From an optimization exercise on the open Yosys and OpenROAD flow, aimed at small area and a short achievable clock period; shortcuts taken in it are not production practice. In this exercise RTL edits were held to simulation tests only and were not proved equivalent to the original. No activity file was given, so power comes from the tool's default toggle rates.

Design mac_top, start of the top module:
module mac_top (
	input  logic                        clk,
	input  logic                        reset,
	input  logic                        i_start,
	input  logic                        i_valid,
	input  mac_pkg::pixel_t             i_pixel,
	input  mac_pkg::weight_word_t       i_weights,
	input  logic                        i_last,
	output logic                        o_busy,
	output logic                        o_valid,
	output mac_pkg::neuron_idx_t        o_index,
	output logic signed [mac_pkg::ACC_W-1:0] o_value,
	output logic                        o_done
);
	logic                  op_valid;
	logic [7:0]            op_one, op_two, op_neg;
	logic [7:0]            op_one_n, op_two_n, op_negz;
	mac_pkg::weight_word_t op_weights;
	logic                  op_mask;
	logic                  clr;
	logic                  dump;
	logic [6:0]            dcnt;
	mac_pkg::acc_word_t    prow0, prow1, prow2;
	logic                  shift;
	logic                  pr_mask;
	mac_pkg::acc_word_t    head;
	logic                  rotate_next;
	input_sequencer seq_i (
		.clk        (clk),
		.reset      (reset),
		.i_start    (i_start),
		.i_valid    (i_valid),
		.i_pixel    (i_pixel),
		.i_weights  (i_weights),
		.i_last     (i_last),
		.o_busy     (o_busy),
		.o_op_valid (op_valid),
		.o_one      (op_one),
		.o_two      (op_two),
		.o_neg      (op_neg),
		.o_one_n    (op_one_n),
  ...
For scale: about 6600 cells after synthesis, ~2600 flip-flops, ~130 I/O pins, ~100000 um^2 of cells after synthesis.
==> module input_sequencer, before the edit <==
module input_sequencer (
	input  logic                  clk,
	input  logic                  reset,
	input  logic                  i_start,       
	input  logic                  i_valid,       
	input  mac_pkg::pixel_t       i_pixel,
	input  mac_pkg::weight_word_t i_weights,
	input  logic                  i_last,
	output logic                  o_busy,
	output logic                  o_op_valid,
	output logic [7:0]            o_one,         
	output logic [7:0]            o_two,
	output logic [7:0]            o_neg,
	output logic [7:0]            o_one_n,       
	output logic [7:0]            o_two_n,
	output logic [7:0]            o_negz,
	output mac_pkg::weight_word_t o_weights,
	output logic                  o_mask,        
	output logic                  o_clr,         
	output logic                  o_dump,        
	output logic [6:0]            o_dcnt         
);
	logic                run;
	logic                idle;            
	mac_pkg::hid_addr_t  addr;            
	logic                first;           
	logic                accept;
	logic                fin;
	assign accept = i_valid && run;
	assign fin    = accept && (addr == 4'd15) && i_last;
	assign o_clr  = i_start && idle;
	always_ff @(posedge clk) begin
		if (reset) begin
			run        <= 1'b0;
			o_dump     <= 1'b0;
			o_busy     <= 1'b0;
			idle       <= 1'b1;
			o_op_valid <= 1'b0;
		end else begin
			o_op_valid <= accept;
			if (idle) begin
				if (i_start) begin
					run    <= 1'b1;
					o_busy <= 1'b1;
					idle   <= 1'b0;
				end
			end
			if (fin) begin
				run    <= 1'b0;
				o_dump <= 1'b1;
			end
			if (o_dump && o_dcnt == 7'd67) begin
				o_dump <= 1'b0;
				o_busy <= 1'b0;
				idle   <= 1'b1;
			end
		end
	end
	always_ff @(posedge clk) begin
		if (idle) begin
			addr  <= '0;
			first <= 1'b1;
		end else if (accept) begin
			addr <= addr + 1'b1;    
			if (addr == 4'd15)
				first <= 1'b0;
		end
		o_dcnt <= o_dump ? o_dcnt + 1'b1 : 7'd0;
	end
	logic [16:0] pb;
	logic [7:0]  one, two, neg;
	assign pb = {i_pixel, 1'b0};
	for (genvar i = 0; i < 8; i++) begin : g_enc
		assign one[i] = pb[2*i+1] ^ pb[2*i];
		assign two[i] = (pb[2*i+2] & ~pb[2*i+1] & ~pb[2*i]) | (~pb[2*i+2] & pb[2*i+1] & pb[2*i]);
		assign neg[i] = pb[2*i+2];
	end
	always_ff @(posedge clk) begin
		o_one     <= accept ? one : '0;
		o_two     <= accept ? two : '0;
		o_neg     <= accept ? neg : '0;
		o_one_n   <= accept ? ~one : '1;
		o_two_n   <= accept ? ~two : '1;
		o_negz    <= accept ? (neg & (one | two)) : '0;
		o_weights <= i_weights;
		o_mask    <= accept && first && (addr != 4'd15);
	end
endmodule
export LEC_CHECK = 0
export CAP_MARGIN = 20
export CORE_MARGIN = 2
export CORE_UTILIZATION = 65
export CTS_CLUSTER_DIAMETER = 100
export CTS_CLUSTER_SIZE = 24
export SETUP_SLACK_MARGIN = 5.0
export SLEW_MARGIN = 20
create_clock -name core_clock -period 8.0 [get_ports {clk}]
run.sh (not shown) runs the stock make flow with config.mk's settings and CLKGATE_MAP_FILE= SYNTH_SCRIPT=/design/flow/synth_recipe.tcl, a recipe that flattens the netlist after the stock synthesis.
The baseline completed without violations.
Then changed:
--- a/flow/design.v
+++ b/flow/design.v
@@ -47,7 +47,6 @@
 	logic                fin;
 	assign accept = i_valid && run;
 	assign fin    = accept && (addr == 4'd15) && i_last;
-	assign o_clr  = i_start && idle;
 	always_ff @(posedge clk) begin
 		if (reset) begin
 			run        <= 1'b0;
@@ -95,12 +94,13 @@
 		assign neg[i] = pb[2*i+2];
 	end
 	always_ff @(posedge clk) begin
-		o_one     <= accept ? one : '0;
-		o_two     <= accept ? two : '0;
-		o_neg     <= accept ? neg : '0;
-		o_one_n   <= accept ? ~one : '1;
-		o_two_n   <= accept ? ~two : '1;
-		o_negz    <= accept ? (neg & (one | two)) : '0;
+		o_clr     <= i_start && idle;
+		o_one     <= one;
+		o_two     <= two;
+		o_neg     <= neg;
+		o_one_n   <= ~one;
+		o_two_n   <= ~two;
+		o_negz    <= neg & (one | two);
 		o_weights <= i_weights;
 		o_mask    <= accept && first && (addr != 4'd15);
 	end
=> Register-to-register slack gets worse by 0.03 ns; critical path depth climbs by 5; synthesized cell count drops by 0.71%; sequential cell count climbs by 1; hold slack is about the same; final area stays flat.

---

mac_top, a different RTL version from the one above (not shown whole).
Size in the first run: roughly 6300 cells after synthesis, ~130 I/O pins.
==> module result_reader, before the edit <==
module result_reader (
	input  logic                        clk,
	input  logic                        reset,
	input  logic                        i_dump,
	input  logic [6:0]                  i_dcnt,
	input  mac_pkg::acc_word_t          i_head,
	output logic                        o_rotate_next,   
	output logic                        o_valid,
	output mac_pkg::neuron_idx_t        o_index,
	output logic signed [mac_pkg::ACC_W-1:0] o_value,
	output logic                        o_done
);
	logic [6:0] k;
	logic [1:0] lane;
	logic signed [mac_pkg::ACC_W-1:0] stage;
	assign k    = i_dcnt - 7'd3;
	assign lane = i_dcnt[1:0] - 2'd2;    
	assign o_rotate_next = i_dump && (i_dcnt[1:0] == 2'd0) && (i_dcnt >= 7'd4) && (i_dcnt <= 7'd64);
	always_ff @(posedge clk) begin
		if (reset) begin
			o_valid <= 1'b0;
			o_done  <= 1'b0;
		end else begin
			o_valid <= i_dump && (i_dcnt >= 7'd3) && (i_dcnt <= 7'd66);
			o_done  <= i_dump && (i_dcnt == 7'd66);
		end
	end
	always_ff @(posedge clk) begin
		o_index <= k[5:0];
		stage   <= i_head[lane*mac_pkg::ACC_W +: mac_pkg::ACC_W];
		o_value <= stage;
	end
endmodule
Settings: LEC_CHECK=0, CAP_MARGIN=20, CORE_MARGIN=2, CORE_UTILIZATION=65, CTS_CLUSTER_DIAMETER=100, CTS_CLUSTER_SIZE=24, SETUP_SLACK_MARGIN=5.0, SLEW_MARGIN=20; clock period 8.0 ns.
standard.sh (not shown) runs the stock make flow with config.mk's settings and CLKGATE_MAP_FILE= SYNTH_SCRIPT=/design/flow/synth_recipe.tcl, a recipe that flattens the netlist after the stock synthesis.
==> flow/flow/run.sh <==
#!/bin/bash
# The standard layout (standard synthesis unchanged), with two settings
# changed on the make command line:
#  - the port buffers are buf_4 cells instead of the delay-cell buffers that
#    buffer_ports picks by default (every port still gets its own buffer);
#  - timing repair aims for 5.3 ns of setup slack at the 8 ns clock.
# The full output of the flow is kept in standard.log; ORFS writes each
# step's log under orfs/logs.
set -o pipefail
bash standard.sh "BUFFER_PORTS_ARGS=-buffer_cell sky130_fd_sc_hd__buf_4" SETUP_SLACK_MARGIN=5.3 finish > standard.log 2>&1
Rerun with:
--- a/flow/design.v
+++ b/flow/design.v
@@ -522,9 +522,6 @@
 );
 	logic [6:0] k;
-	logic [1:0] lane;
-	logic signed [mac_pkg::ACC_W-1:0] stage;
-	assign k    = i_dcnt - 7'd3;
-	assign lane = i_dcnt[1:0] - 2'd2;    
-	assign o_rotate_next = i_dump && (i_dcnt[1:0] == 2'd0) && (i_dcnt >= 7'd4) && (i_dcnt <= 7'd64);
+	assign k = i_dcnt - 7'd3;
+	assign o_rotate_next = i_dump && (i_dcnt[1:0] == 2'd1) && (i_dcnt >= 7'd5) && (i_dcnt <= 7'd65);
 	always_ff @(posedge clk) begin
 		if (reset) begin
@@ -538,6 +535,5 @@
 	always_ff @(posedge clk) begin
 		o_index <= k[5:0];
-		stage   <= i_head[lane*mac_pkg::ACC_W +: mac_pkg::ACC_W];
-		o_value <= stage;
+		o_value <= i_head[k[1:0]*mac_pkg::ACC_W +: mac_pkg::ACC_W];
 	end
 endmodule
Cell area came out lower by 0.41%.
Wire length came out lower by 0.70%.
Die area came out lower by 0.31%.
Worst hold slack gains 0.054 ns.
Via count hardly moves.
Total power came out lower by 3.5%.
Sequential power hardly moves.
Cell count stays flat.
Clock power came out lower by about 3%.
Global-route usage came out lower by 0.14 points.
Clock skew came out lower by 0.017 ns.
Combinational power came out lower by about 7%.
Synthesized area came out lower by 0.32%.

---

## nickel
mac_top, a different RTL version from the one above (not shown whole).
For scale: roughly 6200 cells after synthesis, roughly 130 I/O pins, about 100000 um2 of cells after synthesis.
==> flow/design.v (excerpt) <==
module mac_top (
	input  logic                        clk,
	input  logic                        reset,
	input  logic                        i_start,
	input  logic                        i_valid,
	input  mac_pkg::pixel_t             i_pixel,
	input  mac_pkg::weight_word_t       i_weights,
	input  logic                        i_last,
	output logic                        o_busy,
	output logic                        o_valid,
	output mac_pkg::neuron_idx_t        o_index,
	output logic signed [mac_pkg::ACC_W-1:0] o_value,
	output logic                        o_done
);
	logic                  op_valid;
	logic [7:0]            op_one, op_two, op_neg;
	logic [7:0]            op_one_n, op_two_n, op_negz;
	mac_pkg::weight_word_t op_weights;
	logic                  op_mask;
	logic                  clr;
	logic                  dump;
	logic [6:0]            dcnt;
	mac_pkg::acc_word_t    psum, pcarry;
	logic                  shift;
	logic                  pr_mask;
	mac_pkg::acc_word_t    head;
	logic                  rotate_next;
  ...
==> module hidden_ram, before the edit <==
module hidden_ram (
	input  logic               clk,
	input  logic               i_shift,
	input  logic               i_mask,      
	input  logic               i_clr,       
	input  mac_pkg::acc_word_t i_psum,      
	input  mac_pkg::acc_word_t i_pcarry,    
	output mac_pkg::acc_word_t o_head
);
	localparam int W = mac_pkg::LANES * mac_pkg::ACC_W;
	logic [mac_pkg::HID_DEPTH*W-1:0] ring;    
	mac_pkg::acc_word_t              sum;
	assign o_head = ring[W-1:0];
	for (genvar l = 0; l < mac_pkg::LANES; l++) begin : g_lane
		logic [31:0] acc, s, c, x, y;
		assign acc = o_head[l*32 +: 32];
		assign s   = i_psum[l*32 +: 32];
		assign c   = i_pcarry[l*32 +: 32];
		assign x   = acc ^ s ^ c;
		assign y   = {(acc[30:0] & s[30:0]) | (acc[30:0] & c[30:0]) | (s[30:0] & c[30:0]), 1'b0};
		assign sum[l*32 +: 32] = x + y;
	end
	always_ff @(posedge clk) begin
		if (i_shift)
			ring[mac_pkg::HID_DEPTH*W-1:W] <= {sum, ring[mac_pkg::HID_DEPTH*W-1:2*W]};
	end
	always_ff @(posedge clk) begin
		if (i_clr)
			ring[W-1:0] <= '0;
		else if (i_shift)
			ring[W-1:0] <= i_mask ? '0 : ring[2*W-1:W];
	end
endmodule
clock: 8.0 ns
lec_check: 0
abc_clock_period_in_ps: 3200
cap_margin: 20
core_margin: 2
core_utilization: 65
cts_cluster_diameter: 100
cts_cluster_size: 24
setup_slack_margin: 4.8
slew_margin: 20
run.sh (not shown) runs the stock make flow with config.mk's settings and CLKGATE_MAP_FILE= SYNTH_SCRIPT=/design/flow/synth_recipe.tcl, a recipe that flattens the netlist after the stock synthesis.
Stock flow here: none of the scripts above is used.
The inputs of harbor differ from those of nickel as listed below.
-- flow/design.v --
<<< nickel, line 514
	localparam int W = mac_pkg::LANES * mac_pkg::ACC_W;
	logic [mac_pkg::HID_DEPTH*W-1:0] ring;    
	mac_pkg::acc_word_t              sum;
	assign o_head = ring[W-1:0];
	for (genvar l = 0; l < mac_pkg::LANES; l++) begin : g_lane
		logic [31:0] acc, s, c, x, y;
		assign acc = o_head[l*32 +: 32];
		assign s   = i_psum[l*32 +: 32];
>>> harbor, line 514
	localparam int W = mac_pkg::LANES * mac_pkg::ACC_W;
	logic [mac_pkg::HID_DEPTH*W-1:0] ring;    
	mac_pkg::acc_word_t              sum;      
	logic [mac_pkg::LANES-1:0]       sum_c;    
	logic [mac_pkg::LANES-1:0]       tail_c;   
	mac_pkg::acc_word_t              tail;     
	assign o_head = ring[W-1:0];
	for (genvar l = 0; l < mac_pkg::LANES; l++) begin : g_lane
		logic [31:0] acc, s, c, x, y, t;
		assign acc = o_head[l*32 +: 32];
		assign s   = i_psum[l*32 +: 32];
<<< nickel, line 523
		assign x   = acc ^ s ^ c;
		assign y   = {(acc[30:0] & s[30:0]) | (acc[30:0] & c[30:0]) | (s[30:0] & c[30:0]), 1'b0};
		assign sum[l*32 +: 32] = x + y;
	end
	always_ff @(posedge clk) begin
		if (i_shift)
			ring[mac_pkg::HID_DEPTH*W-1:W] <= {sum, ring[mac_pkg::HID_DEPTH*W-1:2*W]};
	end
	always_ff @(posedge clk) begin
>>> harbor, line 526
		assign x   = acc ^ s ^ c;
		assign y   = {(acc[30:0] & s[30:0]) | (acc[30:0] & c[30:0]) | (s[30:0] & c[30:0]), 1'b0};
		assign {sum_c[l], sum[l*32 +: 16]} = {1'b0, x[15:0]} + {1'b0, y[15:0]};
		assign sum[l*32+16 +: 16] = x[31:16] + y[31:16];
		assign t = ring[(mac_pkg::HID_DEPTH-1)*W + l*32 +: 32];
		assign tail[l*32 +: 32] = {t[31:16] + {15'd0, tail_c[l]}, t[15:0]};
	end
	always_ff @(posedge clk) begin
		if (i_shift) begin
			ring[mac_pkg::HID_DEPTH*W-1:W] <= {sum, tail, ring[(mac_pkg::HID_DEPTH-1)*W-1:2*W]};
			tail_c <= sum_c;
		end
	end
	always_ff @(posedge clk) begin
Notes after the runs:
- Per the comparison of harbor with nickel, number of distinct library cells after synthesis dropped about 4%, routing usage on met1 decreased by 0.62 points relative to the old numbers.
- On final net count, the lower figure sits with harbor, not nickel.
- Re shortest period the worst path allows: nickel and harbor aren't equal, and the lower value belongs to harbor.
- In harbor the area added between synthesis and finish turned out 2.0 points lower than in nickel.
- harbor ends up with a number of signal-net buffers in the layout that is 61 lower than in nickel.
- harbor reports its most used routing layer in global routing as met1 while nickel reports met2.

## separate check: timing with driven ports
In the flow no input, the clock included, has a driving cell. The finished layouts below were timed again as built, in two steps. Step 1 assumes that a clkbuf_16 drives the clock port and a buf_2 every other input. Step 2 also shifts input and output timing later by t, the mid clock arrival at the registers, as if the neighbouring blocks saw the same clock. Three values: no drivers, after step 1, after step 2; two values: the first two.
run | t (ns) | setup slack, ns | worst setup path after step 2 | clock arrival spread, ns | cell pins on the clock port's net
the first run of note 1 | 0.845 | 4.943 / 4.985 / 4.145 | input to register | 0.041 / 0.041 | 1
the second run of note 1 | 0.859 | 4.988 / 4.975 / 4.882 | input to register | 0.053 / 0.053 | 1
the first run of note 2 | 0.869 | 5.158 / 5.073 / 5.232 | register to register | 0.059 / 0.059 | 1
the second run of note 2 | 0.847 | 5.091 / 5.010 / 5.268 | register to register | 0.034 / 0.034 | 1
nickel | 0.831 | 4.610 / 4.610 / 4.159 | input to register | 0.035 / 0.035 | 1
harbor | 0.845 | 4.707 / 4.707 / 4.078 | input to register | 0.037 / 0.037 | 1
After both steps every run listed still meets setup and hold. The setup slack of the first run of note 1, which loses most, moves by +0.042 ns with the drivers and by -0.798 ns with both steps.
